This design comes from an exercise in tuning for small area and few clock cycles on the open sky130 flow, not from production work.
Only simulation tests tie the RTL to the original design; equivalence was not proved.
No activity file was given, so power comes from the tool's default toggle rates.

==> inputs of branch raven <==
==> flow/design.v <==
`timescale 1ns/1ns
package mips_pkg;
    parameter int XLEN   = 32;
    parameter int REG_AW = 5;
    typedef logic [XLEN-1:0]   word_t;
    typedef logic [REG_AW-1:0] reg_addr_t;
    typedef struct packed {
        logic [5:0]  opcode;
        reg_addr_t   rs;
        reg_addr_t   rt;
        reg_addr_t   rd;
        logic [4:0]  shamt;
        logic [5:0]  funct;
    } inst_r_t;
    typedef struct packed {
        logic [5:0]  opcode;
        reg_addr_t   rs;
        reg_addr_t   rt;
        logic [15:0] imm;
    } inst_i_t;
    typedef union packed {
        inst_r_t r;
        inst_i_t i;
    } inst_t;
    typedef enum logic [3:0] {
        ALU_ADD,
        ALU_SUB,
        ALU_AND,
        ALU_OR,
        ALU_XOR,
        ALU_SLT,
        ALU_SLL,
        ALU_SRL,
        ALU_LUI
    } aluop_t;
    localparam logic [5:0] OP_SPECIAL = 6'h00;
    localparam logic [5:0] OP_ADDIU   = 6'h09;
    localparam logic [5:0] OP_ANDI    = 6'h0c;
    localparam logic [5:0] OP_ORI     = 6'h0d;
    localparam logic [5:0] OP_LUI     = 6'h0f;
    localparam logic [5:0] FN_SLL  = 6'h00;
    localparam logic [5:0] FN_SRL  = 6'h02;
    localparam logic [5:0] FN_ADDU = 6'h21;
    localparam logic [5:0] FN_SUBU = 6'h23;
    localparam logic [5:0] FN_AND  = 6'h24;
    localparam logic [5:0] FN_OR   = 6'h25;
    localparam logic [5:0] FN_XOR  = 6'h26;
    localparam logic [5:0] FN_SLT  = 6'h2a;
endpackage
`timescale 1ns/1ns
module fetch_ctrl #(
    parameter mips_pkg::word_t RESET_PC = 32'hbfc0_0000
) (
    input  logic                cpu_clk_50m_i,
    input  logic                rst_i,
    input  logic                inst_ok_i,
    output logic                inst_req_o,
    output mips_pkg::word_t     iaddr_o,
    output logic                accept_o,
    output mips_pkg::word_t     wb_pc_o
);
    logic [29:0] pc_q;
    logic [29:0] wb_pc_q;
    assign inst_req_o = 1'b1;
    assign iaddr_o    = {pc_q, 2'b00};
    assign accept_o   = inst_ok_i;
    assign wb_pc_o    = {wb_pc_q, 2'b00};
    always_ff @(posedge cpu_clk_50m_i) begin
        if (rst_i) begin
            pc_q <= RESET_PC[31:2];
        end else if (inst_ok_i) begin
            pc_q <= pc_q + 30'd1;
        end
    end
    always_ff @(posedge cpu_clk_50m_i) begin
        wb_pc_q <= pc_q - 30'd1;
    end
endmodule
`timescale 1ns/1ns
module regfile (
    input  logic                    cpu_clk_50m_i,
    input  logic                    rst_i,
    input  mips_pkg::reg_addr_t     ra1_i,
    input  mips_pkg::reg_addr_t     ra2_i,
    output mips_pkg::word_t         rd1_o,
    output mips_pkg::word_t         rd2_o,
    input  logic                    we_i,
    input  mips_pkg::reg_addr_t     wa_i,
    input  mips_pkg::word_t         wd_i
);
    logic [31:0]     regs [1:31];
    mips_pkg::word_t wd;
    assign wd = wd_i & {32{~rst_i}};
    for (genvar n = 1; n < 32; n++) begin : g_row
        always_ff @(posedge cpu_clk_50m_i) begin
            if (rst_i | (we_i & (wa_i == n))) begin
                regs[n] <= wd;
            end
        end
    end
    always_comb begin
        rd1_o = '0;
        rd2_o = '0;
        for (int n = 1; n < 32; n++) begin
            rd1_o = rd1_o | (regs[n] & {32{ra1_i == n}});
            rd2_o = rd2_o | (regs[n] & {32{ra2_i == n}});
        end
    end
endmodule
`timescale 1ns/1ns
module decode_stage (
    input  logic                    cpu_clk_50m_i,
    input  logic                    rst_i,
    input  logic                    accept_i,
    input  mips_pkg::word_t         inst_i,
    output mips_pkg::reg_addr_t     ra1_o,
    output mips_pkg::reg_addr_t     ra2_o,
    input  mips_pkg::word_t         rd1_i,
    input  mips_pkg::word_t         rd2_i,
    input  logic                    fwd_we_i,
    input  mips_pkg::reg_addr_t     fwd_wa_i,
    input  mips_pkg::word_t         fwd_wd_i,
    output logic                    ex_we_o,
    output mips_pkg::reg_addr_t     ex_wa_o,
    output mips_pkg::word_t         ex_a_o,
    output mips_pkg::word_t         ex_b_o,
    output logic                    ex_cin_o,
    output logic                    ex_arith_o,
    output logic                    ex_slt_o,
    output logic                    ex_and_o,
    output logic                    ex_xor_o,
    output logic                    ex_shift_o,
    output logic                    ex_left_o,
    output logic [4:0]              ex_shamt_o
);
    logic [5:0]      op;
    logic [5:0]      fn;
    logic            known;
    logic            rtype;
    logic            lui;
    logic            use_imm;
    logic            sext;
    logic            sub;
    logic            is_arith;
    logic            is_slt;
    logic            is_logic;
    logic            k_and;
    logic            k_xor;
    logic            is_shift;
    logic            left;
    mips_pkg::reg_addr_t wa;
    mips_pkg::word_t x1;
    mips_pkg::word_t x2;
    mips_pkg::word_t bs;
    mips_pkg::word_t br;
    assign op = inst_i[31:26];
    assign fn = inst_i[5:0];
    always_comb begin
        known = 1'b0;
        case (op)
            mips_pkg::OP_SPECIAL: begin
                case (fn)
                    mips_pkg::FN_ADDU, mips_pkg::FN_SUBU, mips_pkg::FN_AND,
                    mips_pkg::FN_OR, mips_pkg::FN_XOR, mips_pkg::FN_SLT,
                    mips_pkg::FN_SLL, mips_pkg::FN_SRL: known = 1'b1;
                    default: known = 1'b0;
                endcase
            end
            mips_pkg::OP_ADDIU, mips_pkg::OP_ANDI, mips_pkg::OP_ORI,
            mips_pkg::OP_LUI: known = 1'b1;
            default: known = 1'b0;
        endcase
    end
    assign rtype    = ~op[3];
    assign lui      = op[3] & op[1];
    assign use_imm  = op[3];
    assign sext     = op[3] & ~op[2];
    assign sub      = rtype & fn[1] & ~fn[2] & fn[5];
    assign is_arith = (rtype & fn[5] & ~fn[3] & ~fn[2]) | (op[3] & ~op[2]);
    assign is_slt   = rtype & fn[3];
    assign is_logic = (rtype & fn[5] & fn[2]) | (op[3] & op[2] & ~op[1]);
    assign k_and    = is_logic & (rtype ? ~fn[1] : 1'b1);
    assign k_xor    = is_logic & (rtype ? (fn[1] | fn[0]) : op[0]);
    assign is_shift = (rtype & ~fn[5]) | lui;
    assign left     = lui | ~fn[1];
    assign wa    = rtype ? inst_i[15:11] : inst_i[20:16];
    assign ra1_o = inst_i[25:21];
    assign ra2_o = inst_i[20:16];
    assign x1 = (fwd_we_i && fwd_wa_i == ra1_o) ? fwd_wd_i : rd1_i;
    assign x2 = (fwd_we_i && fwd_wa_i == ra2_o) ? fwd_wd_i : rd2_i;
    assign bs = use_imm ? {{16{sext & inst_i[15]}}, inst_i[15:0]} : x2;
    always_comb begin
        for (int i = 0; i < 32; i++) begin
            br[i] = (is_shift & left) ? bs[31-i] : bs[i];
        end
    end
    always_ff @(posedge cpu_clk_50m_i) begin
        if (rst_i) begin
            ex_we_o <= 1'b0;
        end else begin
            ex_we_o <= accept_i & known & (wa != 5'd0);
        end
    end
    always_ff @(posedge cpu_clk_50m_i) begin
        ex_wa_o    <= wa;
        ex_a_o     <= x1;
        ex_b_o     <= br ^ {32{sub}};
        ex_cin_o   <= sub;
        ex_arith_o <= is_arith;
        ex_slt_o   <= is_slt;
        ex_and_o   <= k_and;
        ex_xor_o   <= k_xor;
        ex_shift_o <= is_shift;
        ex_left_o  <= left;
        ex_shamt_o <= lui ? 5'd16 : inst_i[10:6];
    end
endmodule
`timescale 1ns/1ns
module exe_stage (
    input  mips_pkg::word_t     a_i,
    input  mips_pkg::word_t     b_i,
    input  logic                cin_i,
    input  logic                arith_i,
    input  logic                slt_i,
    input  logic                and_i,
    input  logic                xor_i,
    input  logic                shift_i,
    input  logic                left_i,
    input  logic [4:0]          shamt_i,
    output mips_pkg::word_t     res_o
);
    mips_pkg::word_t sum;
    mips_pkg::word_t lg;
    mips_pkg::word_t shr;
    mips_pkg::word_t sh;
    logic            lt;
    assign sum = a_i + b_i + {31'd0, cin_i};
    assign lt  = (a_i[31] == b_i[31]) ? a_i[31] : sum[31];
    assign lg  = ({32{and_i}} & (a_i & b_i)) | ({32{xor_i}} & (a_i ^ b_i));
    assign shr = b_i >> shamt_i;
    always_comb begin
        for (int i = 0; i < 32; i++) begin
            sh[i] = left_i ? shr[31-i] : shr[i];
        end
    end
    assign res_o = ({32{arith_i}} & sum)
                 | lg
                 | ({32{shift_i}} & sh)
                 | {31'd0, slt_i & lt};
endmodule
`timescale 1ns/1ns
module mini_mips32 #(
    parameter mips_pkg::word_t RESET_PC = 32'hbfc0_0000
) (
    input  logic                    cpu_clk_50m_i,
    input  logic                    rst_i,
    output logic                    inst_req_o,
    output mips_pkg::word_t         iaddr_o,
    input  logic                    inst_ok_i,
    input  mips_pkg::word_t         inst_i,
    output mips_pkg::word_t         debug_wb_pc_o,
    output logic [3:0]              debug_wb_rf_wen_o,
    output mips_pkg::reg_addr_t     debug_wb_rf_wnum_o,
    output mips_pkg::word_t         debug_wb_rf_wdata_o
);
    logic                   accept;
    mips_pkg::word_t        wb_pc;
    logic                   wb_we;
    mips_pkg::reg_addr_t    wb_wa;
    mips_pkg::word_t        wb_wd;
    mips_pkg::reg_addr_t    ra1;
    mips_pkg::reg_addr_t    ra2;
    mips_pkg::word_t        rd1;
    mips_pkg::word_t        rd2;
    logic                   ex_we;
    mips_pkg::reg_addr_t    ex_wa;
    mips_pkg::word_t        ex_a;
    mips_pkg::word_t        ex_b;
    logic                   ex_cin;
    logic                   ex_arith;
    logic                   ex_slt;
    logic                   ex_and;
    logic                   ex_xor;
    logic                   ex_shift;
    logic                   ex_left;
    logic [4:0]             ex_shamt;
    mips_pkg::word_t        ex_res;
    fetch_ctrl #(
        .RESET_PC (RESET_PC)
    ) fetch_ctrl_i (
        .cpu_clk_50m_i (cpu_clk_50m_i),
        .rst_i         (rst_i),
        .inst_ok_i     (inst_ok_i),
        .inst_req_o    (inst_req_o),
        .iaddr_o       (iaddr_o),
        .accept_o      (accept),
        .wb_pc_o       (wb_pc)
    );
    regfile regfile_i (
        .cpu_clk_50m_i (cpu_clk_50m_i),
        .rst_i         (rst_i),
        .ra1_i         (ra1),
        .ra2_i         (ra2),
        .rd1_o         (rd1),
        .rd2_o         (rd2),
        .we_i          (ex_we),
        .wa_i          (ex_wa),
        .wd_i          (ex_res)
    );
    decode_stage decode_stage_i (
        .cpu_clk_50m_i (cpu_clk_50m_i),
        .rst_i         (rst_i),
        .accept_i      (accept),
        .inst_i        (inst_i),
        .ra1_o         (ra1),
        .ra2_o         (ra2),
        .rd1_i         (rd1),
        .rd2_i         (rd2),
        .fwd_we_i      (ex_we),
        .fwd_wa_i      (ex_wa),
        .fwd_wd_i      (ex_res),
        .ex_we_o       (ex_we),
        .ex_wa_o       (ex_wa),
        .ex_a_o        (ex_a),
        .ex_b_o        (ex_b),
        .ex_cin_o      (ex_cin),
        .ex_arith_o    (ex_arith),
        .ex_slt_o      (ex_slt),
        .ex_and_o      (ex_and),
        .ex_xor_o      (ex_xor),
        .ex_shift_o    (ex_shift),
        .ex_left_o     (ex_left),
        .ex_shamt_o    (ex_shamt)
    );
    exe_stage exe_stage_i (
        .a_i     (ex_a),
        .b_i     (ex_b),
        .cin_i   (ex_cin),
        .arith_i (ex_arith),
        .slt_i   (ex_slt),
        .and_i   (ex_and),
        .xor_i   (ex_xor),
        .shift_i (ex_shift),
        .left_i  (ex_left),
        .shamt_i (ex_shamt),
        .res_o   (ex_res)
    );
    always_ff @(posedge cpu_clk_50m_i) begin
        if (rst_i) begin
            wb_we <= 1'b0;
        end else begin
            wb_we <= ex_we;
        end
    end
    always_ff @(posedge cpu_clk_50m_i) begin
        wb_wa <= ex_wa;
        wb_wd <= ex_res;
    end
    assign debug_wb_pc_o       = wb_pc;
    assign debug_wb_rf_wen_o   = {4{wb_we}};
    assign debug_wb_rf_wnum_o  = wb_wa;
    assign debug_wb_rf_wdata_o = wb_wd;
endmodule
==> flow/run.sh <==
#!/bin/bash
# synth_recipe.tcl (not shown) runs the flow's synth.tcl, then flattens the netlist and writes it again
# the make line also repeats each setting of config.mk as NAME=value (left out here)
make -C /OpenROAD-flow-scripts/flow DESIGN_CONFIG=/design/flow/config.mk WORK_HOME=/design/flow/orfs CLKGATE_MAP_FILE= SYNTH_SCRIPT=/design/flow/synth_recipe.tcl finish
==> flow/config.mk <==
export PLATFORM = sky130hd
export DESIGN_NAME = mini_mips32
export DESIGN_NICKNAME = mini_mips32
export VERILOG_FILES = /design/flow/design.v
export SDC_FILE = /design/flow/constraint.sdc
export NUM_CORES = 4
export LEC_CHECK = 0
export CAP_MARGIN = 20
export CORE_MARGIN = 2
export CORE_UTILIZATION = 40
export CTS_CLUSTER_DIAMETER = 100
export CTS_CLUSTER_SIZE = 24
export PLACE_DENSITY = 0.6
export SLEW_MARGIN = 20
==> flow/constraint.sdc <==
create_clock -name core_clock -period 5.0 [get_ports {cpu_clk_50m_i}]
set_input_delay 1.0000 -clock core_clock [delete_from_list [all_inputs] [get_ports {cpu_clk_50m_i}]]
set_output_delay 1.0000 -clock core_clock [all_outputs]
set_load 0.01 [all_outputs]
==> inputs of branch lagoon, as changes to branch raven <==
==> flow/flow/run.sh (new file) <==
#!/bin/bash
# The standard layout (standard.sh: every ORFS step, script and setting
# unchanged) with two differences:
#  - synthesis maps the combinational logic with the ABC script in
#    flow/abc.script, which recovers area instead of upsizing for an
#    unreachable delay target; the registers come from the same dfflibmap
#    step as in the standard synthesis;
#  - every input and output port is still given its own buffer, but a
#    sky130_fd_sc_hd__buf_2 rather than the delay cell buffer_ports picks.
# make's full output goes to flow_make.log; each ORFS step keeps its own log
# under orfs/logs.
set -euo pipefail
W=$(pwd)
S="$W/orfs_scripts"
rm -rf "$S"
cp -r "$FLOW_HOME/scripts" "$S"
cp "$W/flow/abc.script" "$S/abc_speed.script"
bash "$W/standard.sh" SCRIPTS_DIR="$S" \
  "BUFFER_PORTS_ARGS=-buffer_cell sky130_fd_sc_hd__buf_2" finish > "$W/flow_make.log" 2>&1
==> flow/flow/abc.script (new file) <==
strash
&get -n
&st
&syn2
&dch -f
&nf -R 1000
&st
&syn2
&dch -f
&nf -R 1000
&put
==> flow/standard.sh (new file) <==
#!/bin/bash
# synth_recipe.tcl (not shown) runs the flow's synth.tcl, then flattens the netlist and writes it again
# the make line also repeats each setting of config.mk as NAME=value (left out here)
make -C /OpenROAD-flow-scripts/flow DESIGN_CONFIG=/design/flow/config.mk WORK_HOME=/design/flow/orfs CLKGATE_MAP_FILE= SYNTH_SCRIPT=/design/flow/synth_recipe.tcl "${@:-finish}"
SETUP_SLACK_MARGIN = 0.2   (was unset)
removed: flow/run.sh
==> inputs of branch umber, as changes to branch raven <==
==> flow/flow/run.sh (new file) <==
#!/bin/bash
# The standard layout (standard.sh: every ORFS step, script and setting
# unchanged) with two differences:
#  - synthesis maps the combinational logic with the ABC script in
#    flow/abc.script (two rounds of restructuring and delay-oriented mapping
#    with area recovery, without the standard script's buffering and
#    upsizing for an unreachable delay target); the registers come from the
#    same dfflibmap step as in the standard synthesis;
#  - every input and output port is still given its own buffer, but a
#    sky130_fd_sc_hd__buf_2 rather than the delay cell buffer_ports picks.
# make's full output goes to flow_make.log; each ORFS step keeps its own log
# under orfs/logs.
set -euo pipefail
W=$(pwd)
S="$W/orfs_scripts"
rm -rf "$S"
cp -r "$FLOW_HOME/scripts" "$S"
cp "$W/flow/abc.script" "$S/abc_speed.script"
bash "$W/standard.sh" SCRIPTS_DIR="$S" \
  "BUFFER_PORTS_ARGS=-buffer_cell sky130_fd_sc_hd__buf_2" finish > "$W/flow_make.log" 2>&1
==> flow/flow/abc.script (new file) <==
strash
&get -n
&st
&syn2
&dch -f
&nf -D 3000
&st
&syn2
&dch -f
&nf -D 3000
&put
==> flow/standard.sh (new file) <==
#!/bin/bash
# synth_recipe.tcl (not shown) runs the flow's synth.tcl, then flattens the netlist and writes it again
# the make line also repeats each setting of config.mk as NAME=value (left out here)
make -C /OpenROAD-flow-scripts/flow DESIGN_CONFIG=/design/flow/config.mk WORK_HOME=/design/flow/orfs CLKGATE_MAP_FILE= SYNTH_SCRIPT=/design/flow/synth_recipe.tcl "${@:-finish}"
SETUP_SLACK_MARGIN = 0.2   (was unset)
removed: flow/run.sh
==> notes.md <==
item                                                               branch lagoon              branch raven                  branch umber
Endpoint with the worst hold slack                      decode_stage_i.ex_left_o  fetch_ctrl_i.wb_pc_q[29]  decode_stage_i.ex_shamt_o[4]
Transition time at the pin with the least slew margin                   1.352 ns                  1.285 ns                      1.327 ns
Sequential share of the synthesized area                                  67.47%                    62.21%                        67.26%
Largest net degree at the start of global routing                             51                        33                            49
Reg2Reg Capture Point                                  decode_stage_i.ex_b_o[31]    regfile_i.regs[22][24]        regfile_i.regs[23][31]
Count of placed standard cells including taps                              5,657                     6,187                         5,643
Final worst-path cycle share                                              91.70%                    87.99%                        91.74%
Adder-Cell Fraction of Synth Area                                        0.9405%                   0.8857%                       0.9376%
CORE AREA                                                          123,300 sq um             133,300 sq um                 123,500 sq um
Power Sequential                                                         13.6 mW                   13.9 mW                       13.6 mW
Routed WL                                                        256,200 microns           286,100 microns               256,500 microns
Post-CTS sizing                                                                3                         0                             1
Initial core utilization                                                  40.13%                    40.27%                        40.20%
IR drop worst, VDD                                                     0.3876 mV                 0.2900 mV                     0.3308 mV
Arrival time at the worst endpoint                                       5.22 ns                   5.08 ns                       5.06 ns
Outcome                                                  complete, no violations   complete, no violations       complete, no violations
Cell count of the worst hold path                                              2                         1                             2
Testbench counts of branch raven, summed over its fixed seeds: cycles 16,264.
Testbench counts of branch lagoon, summed over its fixed seeds: cycles 16,264.
Testbench counts of branch umber, summed over its fixed seeds: cycles 16,264.

==> separate check: timing with driven ports <==
No port has a modelled driver above. Below, the same layouts with a new extraction and two added sets of constraints.
Step 1, drivers: a clkbuf_16 drives cpu_clk_50m_i and a buf_2 each remaining input, both assumed.
Step 2 also shifts input and output timing later by t, the mid clock arrival at the registers, as if the neighbouring blocks saw the same clock.
Three values: ideal ports, drivers, drivers and shift; two values: the first two.
run	t, ns	slack for setup (ns)	cell pins on the clock port's net
branch raven	0.804	0.600 / 0.609 / -0.149	1
branch lagoon	0.797	0.415 / 0.415 / 0.244	1
branch umber	0.820	0.413 / 0.413 / 0.264	1
With both steps, setup timing fails in branch raven, where it was met with ideal ports. The setup slack of branch raven, which loses most, moves by +0.009 ns with the drivers and by -0.749 ns with both steps.
